From an optimization exercise on the open Yosys and OpenROAD flow, aimed at small area and a short achievable clock period; shortcuts taken in it are not production practice. The RTL was checked by simulation tests, not by an equivalence proof against the original design. Power and IR drop assume default switching activity.

// rv_core
module rv_core #(
  parameter logic [31:0] RESET_PC = '0,
  parameter int          NUM_REGS = 32
) (
  input  logic        clk,
  input  logic        rst,
  input  logic [31:0] i_insn,
  output logic [31:0] o_pc,
  output logic        o_halt,
  output logic        o_wb_en,
  output logic [4:0]  o_wb_rd,
  output logic [31:0] o_wb_data
);
  logic [6:0]  opcode;
  logic [2:0]  funct3;
  logic [6:0]  funct7;
  logic        is_lui;
  logic        is_auipc;
  logic        is_opimm;
  logic        is_op;
  logic        is_branch;
  logic        is_system;
  logic        f7_zero;
  logic        f7_alt;
  logic        arith_ok;
  logic        halt;
  logic [31:0] imm_i;
  logic [31:0] imm_b;
  logic [31:0] imm_u;
  logic [19:0] auipc_hi;
  logic [31:0] br_target;
  logic [31:0] pc_inc;
  logic [31:1][31:0] rf_regs;
  logic [31:1]       rf_valid;
  logic [31:1]       rf_we;
  logic [31:1]       rf_sel1;
  logic [31:1]       rf_sel2;
  logic [31:0]       imm_x_n;
  logic [31:0]       wb_data_rf;
  logic [31:0] rs1_data;
  logic [31:0] op_b;
  logic        sub;
  logic        alu;
  logic [31:0] x;
  logic        eq;
  logic        lt;
  logic        ltu;
  logic        cond;
  logic        taken;
  assign opcode = i_insn[6:0];
  assign funct3 = i_insn[14:12];
  assign funct7 = i_insn[31:25];
  assign is_lui    = opcode == 7'b0110111;
  assign is_auipc  = opcode == 7'b0010111;
  assign is_opimm  = opcode == 7'b0010011;
  assign is_op     = opcode == 7'b0110011;
  assign is_branch = opcode == 7'b1100011;
  assign is_system = opcode == 7'b1110011;
  assign f7_zero  = funct7 == 7'b0000000;
  assign f7_alt   = funct7 == 7'b0100000;
  assign arith_ok = (is_op || (funct3[1:0] == 2'b01)) ?
                    (f7_zero || (f7_alt && ((funct3 == 3'b101) || (is_op && (funct3 == 3'b000))))) :
                    1'b1;
  assign halt      = is_system && (i_insn[31:7] == 25'b0);
  assign o_halt    = halt && !rst;
  assign o_wb_en   = !rst && (is_lui || is_auipc || ((is_opimm || is_op) && arith_ok));
  assign o_wb_rd   = i_insn[11:7];
  assign imm_i = {{20{i_insn[31]}}, i_insn[31:20]};
  assign imm_b = {{19{i_insn[31]}}, i_insn[31], i_insn[7], i_insn[30:25], i_insn[11:8], 1'b0};
  assign imm_u = {i_insn[31:12], 12'b0};
  ks_adder20 auipc_adder (
    .i_a   (o_pc[31:12]),
    .i_b   (i_insn[31:12]),
  ...
For scale: ~4400 cells after synthesis, ~1100 flip-flops, about 53000 µm² of cells after synthesis.
Settings: LEC_CHECK=0, CAP_MARGIN=10, CORE_MARGIN=2, CORE_UTILIZATION=45, CTS_BUF_LIST=sky130_fd_sc_hd__clkbuf_16, CTS_CLUSTER_DIAMETER=100, CTS_CLUSTER_SIZE=20, SETUP_SLACK_MARGIN=2.4, SLEW_MARGIN=10, SYNTH_HIERARCHICAL=1; clock period 11.0 ns.
standard.sh (not shown) runs the stock make flow with config.mk's settings and CLKGATE_MAP_FILE= SYNTH_SCRIPT=/design/flow/synth_recipe.tcl, a recipe that flattens the netlist after the stock synthesis.
==> flow/flow/run.sh <==
#!/bin/bash
# The standard layout, with two changes: the port buffers are buf_4 cells
# (instead of the delay-buffer cell buffer_ports picks by default), and
# repair may swap a cell for one of another footprint.
set -euo pipefail
bash standard.sh 'BUFFER_PORTS_ARGS=-buffer_cell sky130_fd_sc_hd__buf_4' MATCH_CELL_FOOTPRINT=0 finish > standard.log 2>&1
Next try:
- CORE_UTILIZATION: 45 -> 55
- PLACE_DENSITY: unset -> 0.7
- SETUP_SLACK_MARGIN: 2.4 -> 2.0
The new run completed with no timing, DRC or antenna violations.
Routed wire length came out lower by 3.9%.
Cell count came out lower by 4.6%.
Synthesized area stays the same.
Next try:
- CORE_UTILIZATION: 55 -> 45
- PLACE_DENSITY: 0.7 -> unset
- SETUP_SLACK_MARGIN: 2.0 -> 2.2
=> Critical path depth does not change. Worst setup slack gains 0.21 ns. First-iteration DRC count goes down by 20%. Power grows by 1.6%. Flip-flop and latch count is unchanged. Clock-buffer cell count is higher by 2. Sequential share of layout area goes down by 0.44 points. Clock skew came out higher by 0.023 ns.
Next try:
- CORE_UTILIZATION: 45 -> 62
- PLACE_DENSITY: unset -> 0.75
- sequential cell count does not change
- fmax goes down slightly
- wire length goes down by a few percent
- clock power is about the same
- worst setup slack gets worse by 0.044 ns
- cell count goes down by a few percent
Next try:
- SETUP_SLACK_MARGIN: 2.2 -> 2.4
Outcome: Cell area climbs slightly; non-clock buffer count went up by 18; flip-flop and latch count does not change; worst setup slack gains 0.24 ns; wire length went up by a few percent; total power fell slightly; worst hold slack gets better by 0.0091 ns.
Next try:
- CORE_UTILIZATION: 62 -> 55
- PLACE_DENSITY: 0.75 -> 0.7
Clock-buffer cell count is lower by 2. Maximum frequency drops by 0.67%. Final cell count goes up by 2.8%. Setup slack got worse by 0.058 ns. Power is lower by 0.81%. Core utilization goes down by 7.5 points. Area after synthesis stays the same. Non-clock buffer count is higher by 24. Sequential cell count stays the same.

## what the ideal ports hide
The flow's constraints put no driver on any port. The routed layouts listed below were extracted and timed again, unchanged, in two steps.
Step 1 (the two cells are an assumption about what drives the block):
set clk [get_ports {clk}]
set_driving_cell -lib_cell sky130_fd_sc_hd__clkbuf_16 $clk
set_driving_cell -lib_cell sky130_fd_sc_hd__buf_2 [delete_from_list [all_inputs] $clk]
Step 2 also shifts input and output timing later by t, the mid clock arrival at the registers, as if the neighbouring blocks saw the same clock.
Three values: ideal ports, drivers, drivers and shift; two values: the first two.
run | shift t [ns] | slack for setup (ns) | worst slew at a driven data input, ns | cell pins on the clock port's net
the first run | 0.787 | 2.335 / 2.303 / 2.303 | 0.06 | 1
the second run | 0.742 | 1.930 / 1.906 / 1.906 | 0.04 | 1
the third run | 0.774 | 2.138 / 2.107 / 2.107 | 0.09 | 1
the fourth run | 0.764 | 2.094 / 2.066 / 2.066 | 0.04 | 1
the fifth run | 0.750 | 2.337 / 2.304 / 2.304 | 0.06 | 1
the sixth run | 0.754 | 2.278 / 2.251 / 2.251 | 0.04 | 1
After both steps setup and hold are still met in every run listed. For the fifth run, which loses most, drivers alone change the setup slack by -0.033 ns; drivers and shift together by -0.033 ns.
